Context: an optimization exercise on an open-source flow, tuned for small area and a short achievable clock period. The choices shown serve that exercise and are no tape-out recipe. Only simulation tests tie the RTL to the original design; equivalence was not proved. No activity file was given, so power comes from the tool's default toggle rates.

==> flow/design.v, too long to show whole: its modules and the start of the top module <==
// module iq_integrate_dump: 648 lines
// module iq_demod_lpf: 76 lines
// module iq_mix_tree: 762 lines
module iq_demod_lpf
#(
  parameter int IN_W  = iq_demod_pkg::DEF_IN_W,
  parameter int CAR_W = iq_demod_pkg::DEF_CAR_W,
  parameter int DECIM = iq_demod_pkg::DEF_DECIM,
  parameter int OUT_W = iq_demod_pkg::DEF_OUT_W,
  parameter int SHIFT = iq_demod_pkg::DEF_SHIFT
) (
  input  logic                    clk,
  input  logic                    reset_n,
  input  logic                    sample_en,
  input  logic                    sym_start,
  input  logic signed [IN_W-1:0]  y_in,
  input  logic signed [CAR_W-1:0] i_car,
  input  logic signed [CAR_W-1:0] q_car,
  output logic signed [OUT_W-1:0] i_out,
  output logic signed [OUT_W-1:0] q_out,
  output logic                    out_valid,
  output logic                    overflow
);
  // ...
==> flow/run.sh <==
#!/bin/bash
# synth_recipe.tcl (not shown) runs the flow's synth.tcl, then flattens the netlist and writes it again
# the make line also repeats each setting of config.mk as NAME=value (left out here)
make -C /OpenROAD-flow-scripts/flow DESIGN_CONFIG=/design/flow/config.mk WORK_HOME=/design/flow/orfs CLKGATE_MAP_FILE= SYNTH_SCRIPT=/design/flow/synth_recipe.tcl finish
==> flow/config.mk <==
export PLATFORM = sky130hd
export DESIGN_NAME = iq_demod_lpf
export DESIGN_NICKNAME = iq_demod_lpf
export VERILOG_FILES = /design/flow/design.v
export SDC_FILE = /design/flow/constraint.sdc
export NUM_CORES = 4
export LEC_CHECK = 0
export ABC_AREA = 1
export CAP_MARGIN = 20
export CORE_MARGIN = 2
export CORE_UTILIZATION = 40
export PLACE_DENSITY = 0.6
export SLEW_MARGIN = 20
==> flow/constraint.sdc <==
create_clock -name core_clock -period 10.5 [get_ports {clk}]
set_input_delay 2.1000 -clock core_clock [delete_from_list [all_inputs] [get_ports {clk}]]
set_output_delay 2.1000 -clock core_clock [all_outputs]
set_load 0.01 [all_outputs]
==> results.txt, run 1 <==
outcome complete, no violations; drt via density between 5 and 6; clkbuf count 72; setup ws final 4.23 ns; R2R Setup Slk approximately 5.3 ns; Seq power between 3 and 4 mW; first-pass GRT wire length between 150000 and 200000 um; ys async rst share 0; Die Ht 326 um; Int Power roughly 8.5 mW; nets between 5000 and 6000; Overflow after GRT 0; DR WL met3 12200 um; Initial Util 0.402; Comb. pwr between 10 and 15 mW; drt wl/cell slightly below 20 um; largest family of logic cells by synthesized area adder cells; Synth Area in Simple Gates 0.0938; P_clk between 1.5 and 2 mW; Crit path depth 13; DR pass1 iterations 6; Post-Layout Inst Area approximately 0.046 mm^2; critical path buffer and inverter count 5; Worst Setup EP prod_q_q[73]; register share of the cell area 0.209; Setup crit start y_in[17]
==> inputs of run 2 (changes only) <==
--- a/flow/config.mk
+++ b/flow/config.mk
@@ -10,4 +10,5 @@
 export CORE_MARGIN = 2
 export CORE_UTILIZATION = 40
 export PLACE_DENSITY = 0.6
+export SETUP_SLACK_MARGIN = 4
 export SLEW_MARGIN = 20
==> results.txt, run 2 <==
RD Place Congestion about 0.90; Netlist cell types 38; Post-synth EDFFs between 100 and 150; WHS Path Cells 2; share of the synthesized area in the top cell type 0.264; largest reg by FF count prod_i_q; pin slew with the least headroom to its limit roughly 1.2 ns; worst flop-to-flop path startpoint clr_q; clock sink total 425; Worst Setup EP prod_q_q[73]; Cell Pwr Density 376 mW/mm^2; Setup Skew approximately 0.022 ns; top-count cell post-synth inv_1; min Tclk post-route between 6 and 7 ns; Max Fclk roughly 160 MHz; slowest library cell on the worst path fa_1; R2R Setup Slk 5.27 ns (about the same); crit-path max FO 25; CP Class in2reg; slowest stage delay, CP around 0.51 ns; PortBufs approximately 130; Overflow after GRT 0 (unchanged); r2r worst-path depth 24; share of cells above drive strength 1 0.0558; Mapped Area slightly above 0.04 mm^2; Crit path depth 13 (unchanged); dpl hpwl between 80000 and 90000 um; ys async rst share 0 (unchanged); DRC 0; Routed Antenna Nets 0; CP endpoint kind flip-flop; post_cts resized 0; Largest register FFs approximately 130; largest cells by area after synthesis fa_1 26%, dfxtp_1 16%, xor2_1 13%, inv_1 9.1%, o22ai_1 8.3%; CTS tree yes; Hold Violations, Final 0; Die Ht 326 um (unchanged); post-CTS repair timing setup buffer count 0; Peak VDD IR 226 uV; final setup vio count 0; CP delay by family, top adder cells; Yosys Warn Count 2; most frequent cells in the layout 1002 x inv_1, 641 x nand2_1, 618 x xor2_1; worst rel slew slack 0.209; Post-synth top cells 1004 x inv_1, 641 x nand2_1, 618 x xor2_1, 552 x o22ai_1, 546 x fa_1; register area share after synthesis 0.230; Leak roughly 22 nW; clk slew on worst S/H paths roughly 0.060 ns; max_cap viols 0; IO Count roughly 130; cts bufs inserted 50; Root Driver clkbuf_16; most common cell after layout, fill and taps aside inv_1; drt wl/cell 19.7 um (unchanged); syn_area_per_cell roughly 8.7 um^2; Cells after Synth approximately 4700; Die Width around 330 um; Critical Path AT about 6.8 ns; cell mode on critical path fa_1; all-layer global routing usage 0.228; Syn Nets between 5000 and 6000; RSZ-0062 raised after global routing no; # rows approximately 120; crit-path cells buf_2, buf_4, nor2_1, nor2_1, inv_2, buf_4, o22ai_1, xor2_1, fa_1, fa_1, inv_1, fa_1, fa_1; period utilization 0.597; P&R area growth vs syn 9.87%; critical path buffer and inverter count 5 (unchanged); main flop type after synthesis dfxtp_1; nets 5507 (unchanged); Setup crit start y_in[17]; drt via density 5.23 (unchanged); first-pass GRT wire length 191000 um (unchanged); Worst-Skew Late Latency ~0.62 ns; Via Count 32100; dpl ws 3.72 ns; initial antenna violation count 5; Yosys reg bits 425; worst-case clock buffer depth 3; fill count between 10000 and 15000; Synth area leader fa_1; vias in the first global route 32900; Critical Path RT between 10 and 15 ns; die area approximately 0.11 mm^2; CTS H-tree depth 2; largest net degree at the start of global routing 51; DR iter-0 viols 2766; Hold Path Class reg2reg; Slew Viols, Final 0; startpoint types input port; Setup TNS Final 0 ns; outcome complete, no violations; Initial Util 0.402 (unchanged); Top Registers prod_i_q x133, prod_q_q x131; DR pass1 iterations 6 (unchanged); core box area slightly above 0.1 mm^2; setup ws final 4.23 ns (unchanged); final WL between 100000 and 150000 um; R2R Path End u_int_i.ovf_q; cts hold-fix bufs 0
==> run 2: logic make-up after synthesis <==
logic type	Yosys count	share of synthesized area
compound gates	687	0.102
xor+xnor	634	0.134
fa+ha+maj	724	0.317
buf+inv	1329	0.123
flops	425	0.230
simple gates	946	0.0938
==> run 2: worst min-delay path by stage <==
stage / end / startpoint / slack (ns)
6_report: u_int_q.data_q[3] / u_int_q.data_q[3] / 0.45
3_5_place_dp: u_int_i.data_q[18] / u_int_i.data_q[18] / 0.44
4_1_cts: u_int_q.data_q[3] / u_int_q.data_q[3] / 0.45
5_1_grt: u_int_q.data_q[5] / u_int_q.data_q[5] / 0.47
2_1_floorplan: zero_q / zero_q / 0.42
3_3_place_gp: zero_q / zero_q / 0.44
==> run 2: stage by stage <==
step	instances	utilization	instance area [um^2]	total power [mW]	hold WS, ns
after detailed placement	6034	0.426	44000	15.4	0.439
after global routing	6130	0.442	45600	19.2	0.467
after floorplan	4745	-	41500	12.4	0.423
after CTS	6128	0.441	45600	17.3	0.453
final	6130	0.442	45600	17.1	0.449
after global placement	6034	0.426	44000	15.2	0.437
==> run 2: tightest hold or removal path: cells and delay by family, from the launching register on <==
| family | cells | cell delay [ns] |
|---|---|---|
| DFF | 1 | 0.31 |
| and+or+nand+nor | 2 | 0.10 |
==> run 2: per-layer routing <==
metal,part of all wire,GRT usage
met5,0.00044,0
met4,0.040,0.0884
met3,0.10,0.0561
met2,0.44,0.357
met1,0.42,0.304
==> run 2: cell type report <==
| cell class | instances | area, um^2 | share of cell area |
|---|---|---|---|
| diodes | 1 | 2.50 | 0.0000549 |
| clock buffers | 72 | 1460 | 0.0319 |
| clock inverters | 22 | 146 | 0.00321 |
| inverters | 1024 | 3840 | 0.0843 |
| multi-input cells | 2991 | 27000 | 0.592 |
| flip-flops and latches | 425 | 9530 | 0.209 |
| well taps | 1380 | 1730 | 0.0379 |
| repair buffers | 215 | 1880 | 0.0412 |
==> run 2: report_power, final <==
group          switching [mW]  internal [mW]
clock network           0.744          0.968
logic                    7.70           4.58
registers               0.184           2.96
==> inputs of run 3 (changes only) <==
--- a/flow/config.mk
+++ b/flow/config.mk
@@ -10,5 +10,5 @@
 export CORE_MARGIN = 2
 export CORE_UTILIZATION = 40
 export PLACE_DENSITY = 0.6
-export SETUP_SLACK_MARGIN = 4
+export SETUP_SLACK_MARGIN = 5
 export SLEW_MARGIN = 20
==> results.txt, run 3 <==
outcome complete, no violations; most frequent cells in the layout 1000 x inv_1, 636 x nand2_1, 618 x xor2_1; Synth area leader fa_1; Hold Path Class reg2reg; all-layer global routing usage 0.236 (+0.00831); Largest register FFs 133 (unchanged); drt wl/cell 20.2 um (+2.7%); P&R area growth vs syn 11.3%; largest family of logic cells by synthesized area adder cells; Critical Path AT 5.95 ns (-0.82 ns); largest net degree at the start of global routing 51 (unchanged); nets 5516 (+0.16%); Cells after Synth 4745 (unchanged); dpl hpwl 83200 um (-1.3%); area of the multi-input gates 0.0271 mm^2 (+0.54%); RSZ-0062 raised after global routing yes; Via Count 32300 (+0.88%); period utilization 0.520 (-0.0775); Routed Antenna Nets 0 (unchanged); met2 WL 54900 um (+2.7%); core box area 0.103 mm^2 (unchanged); Leak 22.5 nW (+0.90%); Critical Path RT 10.99 ns (about the same); Yosys reg bits 425 (unchanged); first-pass GRT wire length 197000 um (+3.3%); highest metal used met5; Setup TNS Final 0 ns (unchanged); Syn Nets 5545 (unchanged); register area share after synthesis 0.230 (unchanged); worst flop-to-flop path startpoint clr_q; largest cells by area after synthesis fa_1 26%, dfxtp_1 16%, xor2_1 13%, inv_1 9.1%, o22ai_1 8.3%; share of the synthesized area in the top cell type 0.264 (unchanged); share of cells above drive strength 1 0.0609 (+0.00514); Post-synth top cells 1004 x inv_1, 641 x nand2_1, 618 x xor2_1, 552 x o22ai_1, 546 x fa_1; Worst-Skew Late Latency 0.65 ns (+0.03 ns); pin slew with the least headroom to its limit 1.23 ns (+0.0431 ns); Post-synth EDFFs 102 (unchanged); Slew Viols, Final 0 (unchanged); Post-Synth XOR/XNOR Area 0.134 (unchanged); IO Count 126 (unchanged); Tot Pwr 17.4 mW (+1.5%); top-count cell post-synth inv_1; PortBufs 125 (unchanged); Setup crit start q_car[10]; Synth Area in Simple Gates 0.0938 (unchanged); clk slew on worst S/H paths 0.06 ns (about the same); DRC 0 (unchanged); final WL 124000 um (+2.9%); fill count 9948 (-1.2%); Mapped Area 0.0415 mm^2 (unchanged); crit-path max FO 24 (-4.0%); DR WL met3 12200 um (about the same); drt via density 5.27 (+0.73%); largest reg by FF count prod_i_q; Yosys Warn Count 2 (unchanged); compound-cell area share of the yosys netlist 0.102 (unchanged); Seq pwr share 0.182 (-0.002); Comb power frac 0.710 (-0.007); Overflow after GRT 0 (unchanged); Die Ht 326 um (unchanged); initial antenna violation count 2 (-3); min Tclk post-route 5.46 ns (-0.813 ns); Root Driver clkbuf_16; cts bufs inserted 52 (+4.0%); DR iter-0 viols 3126 (+13%); final setup vio count 0 (unchanged); switching power 8.74 mW (+1.3%); worst rel slew slack 0.180 (-0.0288); syn_area_per_cell 8.74 um^2 (unchanged); Top Registers prod_i_q x133, prod_q_q x131; # rows 118 (unchanged); die area 0.106 mm^2 (unchanged); Cell Pwr Density 377 mW/mm^2 (+0.15%); max_cap viols 0 (unchanged); Die Width 326 um (unchanged); CP endpoint kind flip-flop; clock sink total 425 (unchanged); startpoint types input port; adder-cell share of the synthesized area 0.317 (unchanged); CTS tree yes; Netlist cell types 38 (unchanged); switching share of total power 0.502 (-0.00112); Setup Skew 0.0433 ns (+0.0209 ns); Max Fclk 183 MHz (+15%); vias in the first global route 33800 (+2.8%); mux cell area share after synthesis 0 (unchanged); main flop type after synthesis dfxtp_1; CTS H-tree depth 2 (unchanged); Metal-1 WL 51100 um (+1.7%); antenna diode count 0 (-1); Clock power frac 0.108 (+0.008); DR pass1 iterations 6 (unchanged); Hold WS 0.450 ns (+0.00163 ns); most common cell after layout, fill and taps aside inv_1; ys async rst share 0 (unchanged); Storage cell area 0.00953 mm^2 (unchanged); Hold Violations, Final 0 (unchanged); CP Class in2reg; Initial Util 0.402 (unchanged); worst-case clock buffer depth 3 (unchanged); hold_sp u_int_q.data_q[1]; Peak VDD IR 189 uV (-17%); RD Place Congestion 0.910 (+1.4%); Int Power 8.66 mW (+1.7%)
## run 3: cell counts after synthesis
No cell type changed its count.
## run 3: area by class of cell
type                            count  area share
Multi-Input combinational cell   2995       0.587
Sequential cell                   425       0.206
Inverter                         1024      0.0842
Timing Repair Buffer              218      0.0462
Tap cell                         1380      0.0374
Clock buffer                       76      0.0330
Clock inverter                     21     0.00520
## run 3: per-layer routing
layer,global-route usage,up-vias
li1,-,14700
met5,0,-
met4,0.113,2
met3,0.0569,397
met1,0.309,15600
met2,0.369,1609
## run 3: per-stage QoR
step | setup WS [ns] | utilization | cells | cell area (um^2)
after global routing | 4.96 | 0.447 | 6139 | 46200
after CTS | 4.99 | 0.445 | 6132 | 45900
after floorplan | 5.01 | - | 4745 | 41500
final | 5.04 | 0.447 | 6139 | 46200
after global placement | 3.25 | 0.425 | 6028 | 43900
after detailed placement | 3.17 | 0.426 | 6030 | 43900
## run 3: worst max-delay path: stages
cell	delay, ns
clkdlybuf4s50_1	0.45
inv_1	0.90
o22ai_1	0.24
xor2_1	0.22
fa_1	0.53
inv_1	0.05
fa_1	0.54
inv_1	0.07
fa_1	0.35
inv_1	0.08
fa_1	0.40
## run 3: power by group through the flow
stage                     registers (mW)  logic (mW)  clock network, mW
after floorplan                     3.11        9.31                  0
final                               3.16        12.3               1.88
after CTS                           3.16        12.4               1.93
after global placement              3.19        12.0                  0
after detailed placement            3.18        12.3                  0
after global routing                3.22        14.3               1.98
## run 3: what timing repair did
action | in CTS | in global routing
pin swaps | 4 | 3
setup buffers | 1 | 7
hold buffers | 0 | 0
gates resized for setup | 61 | 52
cloned | 4 | 0
endpoints found under the hold margin | 0 | 0
setup endpoints to repair | 150 | 69
## run 3: path summary, 6_finish.rpt
kind,to,slack (ns),depth (start not counted)
setup / recovery,prod_q_q[64],5.04,11
hold / removal,u_int_q.data_q[1],0.45,2
setup reg to reg,u_int_i.ovf_q,5.59,24
hold reg to reg,u_int_q.data_q[1],0.45,2
## run 3: cells by family (layout without fill, tap and decap cells)
kind of cell	count (synthesis)	after routing
adder cells (fa/ha/maj)	724	724
AND/OR/NAND/NOR	946	946
XOR/XNOR	634	634
flip-flops	425	425
AO/OA/AOI/OAI	687	691
buffers and inverters	1329	1339
==> inputs of run 4 (changes only) <==
==> flow/flow/run.sh (new file) <==
#!/bin/bash
set -euo pipefail
bash standard.sh SETUP_SLACK_MARGIN=6 finish > layout.log 2>&1
==> flow/standard.sh (new file) <==
#!/bin/bash
# synth_recipe.tcl (not shown) runs the flow's synth.tcl, then flattens the netlist and writes it again
# the make line also repeats each setting of config.mk as NAME=value (left out here)
make -C /OpenROAD-flow-scripts/flow DESIGN_CONFIG=/design/flow/config.mk WORK_HOME=/design/flow/orfs CLKGATE_MAP_FILE= SYNTH_SCRIPT=/design/flow/synth_recipe.tcl "${@:-finish}"
--- a/flow/config.mk
+++ b/flow/config.mk
@@ -10,5 +10,4 @@
 export CORE_MARGIN = 2
 export CORE_UTILIZATION = 40
 export PLACE_DENSITY = 0.6
-export SETUP_SLACK_MARGIN = 5
 export SLEW_MARGIN = 20
removed: flow/run.sh
==> results.txt, run 4 <==
Critical Path RT 11.02 ns (+0.03 ns); CP endpoint kind flip-flop; Critical Path AT 5.44 ns (-0.51 ns); most frequent cells in the layout 914 x inv_1, 605 x nand2_1, 590 x xor2_1; Routed Antenna Nets 0 (unchanged); share of the synthesized area in the top cell type 0.264 (unchanged); syn_area_per_cell 8.74 um^2 (unchanged); period utilization 0.468 (-0.0513); Mapped Area 0.0415 mm^2 (unchanged); fill count 9097 (-8.6%); r2r worst-path depth 26 (+8.3%); worst-case clock buffer depth 3 (unchanged); RD Place Congestion 0.882 (-3.1%); worst rel slew slack 0.462 (+0.282); cts hold-fix bufs 0 (unchanged); Setup TNS Final 0 ns (unchanged); PortBufs 125 (unchanged); CTS H-tree depth 2 (unchanged); Yosys Warn Count 2 (unchanged); largest net degree at the start of global routing 51 (unchanged); pin slew with the least headroom to its limit 0.807 ns (-0.422 ns); Die Width 326 um (unchanged); area of the multi-input gates 0.0290 mm^2 (+7.0%); # rows 118 (unchanged); Cell Pwr Density 349 mW/mm^2 (-7.5%); Hold Path Class reg2reg; all-layer global routing usage 0.287 (+0.0507); Crit path depth 15 (+4); Root Driver clkbuf_16; Top Registers prod_i_q x133, prod_q_q x131; RSZ-0062 raised after global routing yes; Storage cell area 0.00953 mm^2 (unchanged); cts bufs inserted 53 (+1.9%); DR iter-0 viols 4549 (+46%); slowest stage delay, CP 0.57 ns (-0.33 ns); drt via density 5.68 (+7.8%); min Tclk post-route 4.92 ns (-0.539 ns); P&R area growth vs syn 28.1%; Post-synth top cells 1004 x inv_1, 641 x nand2_1, 618 x xor2_1, 552 x o22ai_1, 546 x fa_1; IO Count 126 (unchanged); Die Ht 326 um (unchanged); Post-synth EDFFs 102 (unchanged); register area share after synthesis 0.230 (unchanged); initial antenna violation count 4 (+2); clock sink total 425 (unchanged); nets 5802 (+5.2%); Yosys reg bits 425 (unchanged); max_cap viols 0 (unchanged); crit-path max FO 6 (-75%); core box area 0.103 mm^2 (unchanged); Netlist cell types 38 (unchanged); die area 0.106 mm^2 (unchanged); most common cell after layout, fill and taps aside inv_1; drt wl/cell 24.6 um (+21%); outcome complete, no violations; CP Class in2reg; Peak VDD IR 320 uV (+70%); share of cells above drive strength 1 0.196 (+0.135); top-count cell post-synth inv_1; cell mode on critical path inv_2; largest cells by area after synthesis fa_1 26%, dfxtp_1 16%, xor2_1 13%, inv_1 9.1%, o22ai_1 8.3%; Slew Viols, Final 0 (unchanged); dpl hpwl 83800 um (+0.64%); Leak 25.3 nW (+13%); Hold WS 0.449 ns (-0.00141 ns); Largest register FFs 133 (unchanged); Initial Util 0.402 (unchanged); slowest library cell on the worst path fa_1; Setup Skew 0.0417 ns (-0.00159 ns); main flop type after synthesis dfxtp_1; CP delay by family, top adder cells; Syn Nets 5545 (unchanged); Via Count 36500 (+13%); first-pass GRT wire length 230000 um (+17%); final WL 158000 um (+27%); Synth area leader fa_1; largest reg by FF count prod_i_q; clk slew on worst S/H paths 0.06 ns (about the same); Overflow after GRT 0 (unchanged); vias in the first global route 36800 (+9.0%); crit-path cells buf_12, buf_16, clkinv_16, o21ai_4, buf_6, buf_16, o22ai_4, xor2_1, fa_1, inv_2, fa_1, inv_2, fa_2, inv_2, fa_2; Worst-Skew Late Latency 0.67 ns (+0.02 ns); DR pass1 iterations 16 (+10); ys async rst share 0 (unchanged); final setup vio count 0 (unchanged); Cells after Synth 4745 (unchanged); Hold Violations, Final 0 (unchanged); DRC 0 (unchanged); critical path buffer and inverter count 8 (+3); Max Fclk 203 MHz (+11%); WHS Path Cells 2 (unchanged); CTS tree yes; startpoint types input port
-- run 4: cell types whose count changed in the layout (fill, tap and decap cells not counted), sizes merged, moves of 3 or more --
| cell | change |
|---|---|
| clkinv | +8 |
| clkdlybuf4s15 | +12 |
| clkbuf | +13 |
| inv | -17 |
| clkdlybuf4s50 | -42 |
| bufinv | -3 |
| clkinvlp | +34 |
| diode | +3 |
| buf | +216 |
| nand2 | +5 |
| dlygate4sd2 | +16 |
| bufbuf | +42 |
-- run 4: cells by family (layout without fill, tap and decap cells) --
logic type / after synthesis / count (layout) / share of synthesized area
AOI/OAI and AO/OA: 687 / 691 / 0.102
xor gates and xnor gates: 634 / 634 / 0.134
adders and majority gates: 724 / 724 / 0.317
buffers and inverters: 1329 / 1620 / 0.123
DFF: 425 / 425 / 0.230
other: 0 / 3 / 0
and+or+nand+nor: 946 / 951 / 0.0938
-- run 4: final timing paths --
| kind | startpoint | endpoint | slack (ns) |
|---|---|---|---|
| min | zero_q | zero_q | 0.45 |
| max | y_in[11] | prod_q_q[79] | 5.58 |
| min reg2reg | zero_q | zero_q | 0.45 |
| max reg2reg | clr_q | u_int_i.data_q[6] | 6.24 |
-- run 4: worst reg2reg max path, delay by kind of cell (launching register included) --
family                     cells  cell delay [ns]
and+or+nand+nor               17             1.60
adders and majority gates      3             1.25
buffers and inverters          5             0.79
DFF                            1             0.32
AOI/OAI and AO/OA              1             0.18
-- run 4: metal layers --
| layer | part of all wire | wire length, um | GRT usage |
|---|---|---|---|
| met5 | 0.0035 | 558 | 0.0146 |
| met4 | 0.076 | 12000 | 0.159 |
| met3 | 0.14 | 22500 | 0.116 |
| met2 | 0.41 | 64500 | 0.418 |
| met1 | 0.37 | 58500 | 0.360 |
-- run 4: what timing repair did --
action,in CTS,in global routing
resized for setup,519,213
setup endpoints to repair,333,135
pin swaps,85,92
buffers inserted,156,47
gates cloned,95,8
-- run 4: through the flow --
step | instance area [um^2] | power [mW] | utilization | setup slack (ns) | instances
3_5_place_dp | 44500 | 15.6 | 0.431 | 3.58 | 6021
2_1_floorplan | 43000 | 12.6 | - | 5.43 | 4745
4_1_cts | 51700 | 18.2 | 0.501 | 5.83 | 6370
5_1_grt | 53100 | 20.5 | 0.515 | 5.59 | 6425
3_3_place_gp | 44400 | 15.4 | 0.431 | 3.65 | 6019
6_report | 53100 | 18.5 | 0.515 | 5.58 | 6428
-- run 4: cell type report --
cell class	instances	area share
multi-input cells	3000	0.546
flip-flops and latches	425	0.179
repair buffers	473	0.125
inverters	1024	0.0780
well taps	1380	0.0325
clock buffers	80	0.0311
repair inverters	25	0.00407
clock inverters	18	0.00341
diodes	3	0.000141
-- run 4: report_power, final --
part           internal, mW  switching (mW)  total [mW]
logic                  5.18            8.27        13.5
registers              2.96           0.192        3.15
clock network          1.12           0.798        1.92
total                  9.26            9.26        18.5

==> re-timing with driven ports <==
The results above use ideal ports. As a check the final layouts listed here were re-extracted and re-timed, cells and wires unchanged.
Step 1, drivers: a clkbuf_16 drives clk and a buf_2 each remaining input, both assumed.
Step 2 moves the port delays by t, midway between the first and last clock arrival at a register: inputs arrive t later, outputs are due t later. That takes back most of the time a late clock gives input paths.
a / b / c = ideal / step 1 / step 2; a / b = the first two.
| run | shift t [ns] | slack for setup (ns) | clock arrival spread, ns | worst register clock-pin slew, ns | cell pins on the clock port's net |
|---|---|---|---|---|---|
| run 1 | 0.682 | 4.230 / 4.273 / 3.591 | 0.029 / 0.029 | 0.07 / 0.07 | 1 |
| run 2 | 0.682 | 4.230 / 4.273 / 3.591 | 0.029 / 0.029 | 0.07 / 0.07 | 1 |
| run 3 | 0.704 | 5.044 / 5.091 / 4.387 | 0.047 / 0.046 | 0.07 / 0.07 | 1 |
| run 4 | 0.726 | 5.583 / 5.597 / 4.871 | 0.044 / 0.044 | 0.07 / 0.07 | 1 |
After both steps every run listed still meets setup and hold. For run 4, which loses most, drivers alone change the setup slack by +0.014 ns; drivers and shift together by -0.712 ns.
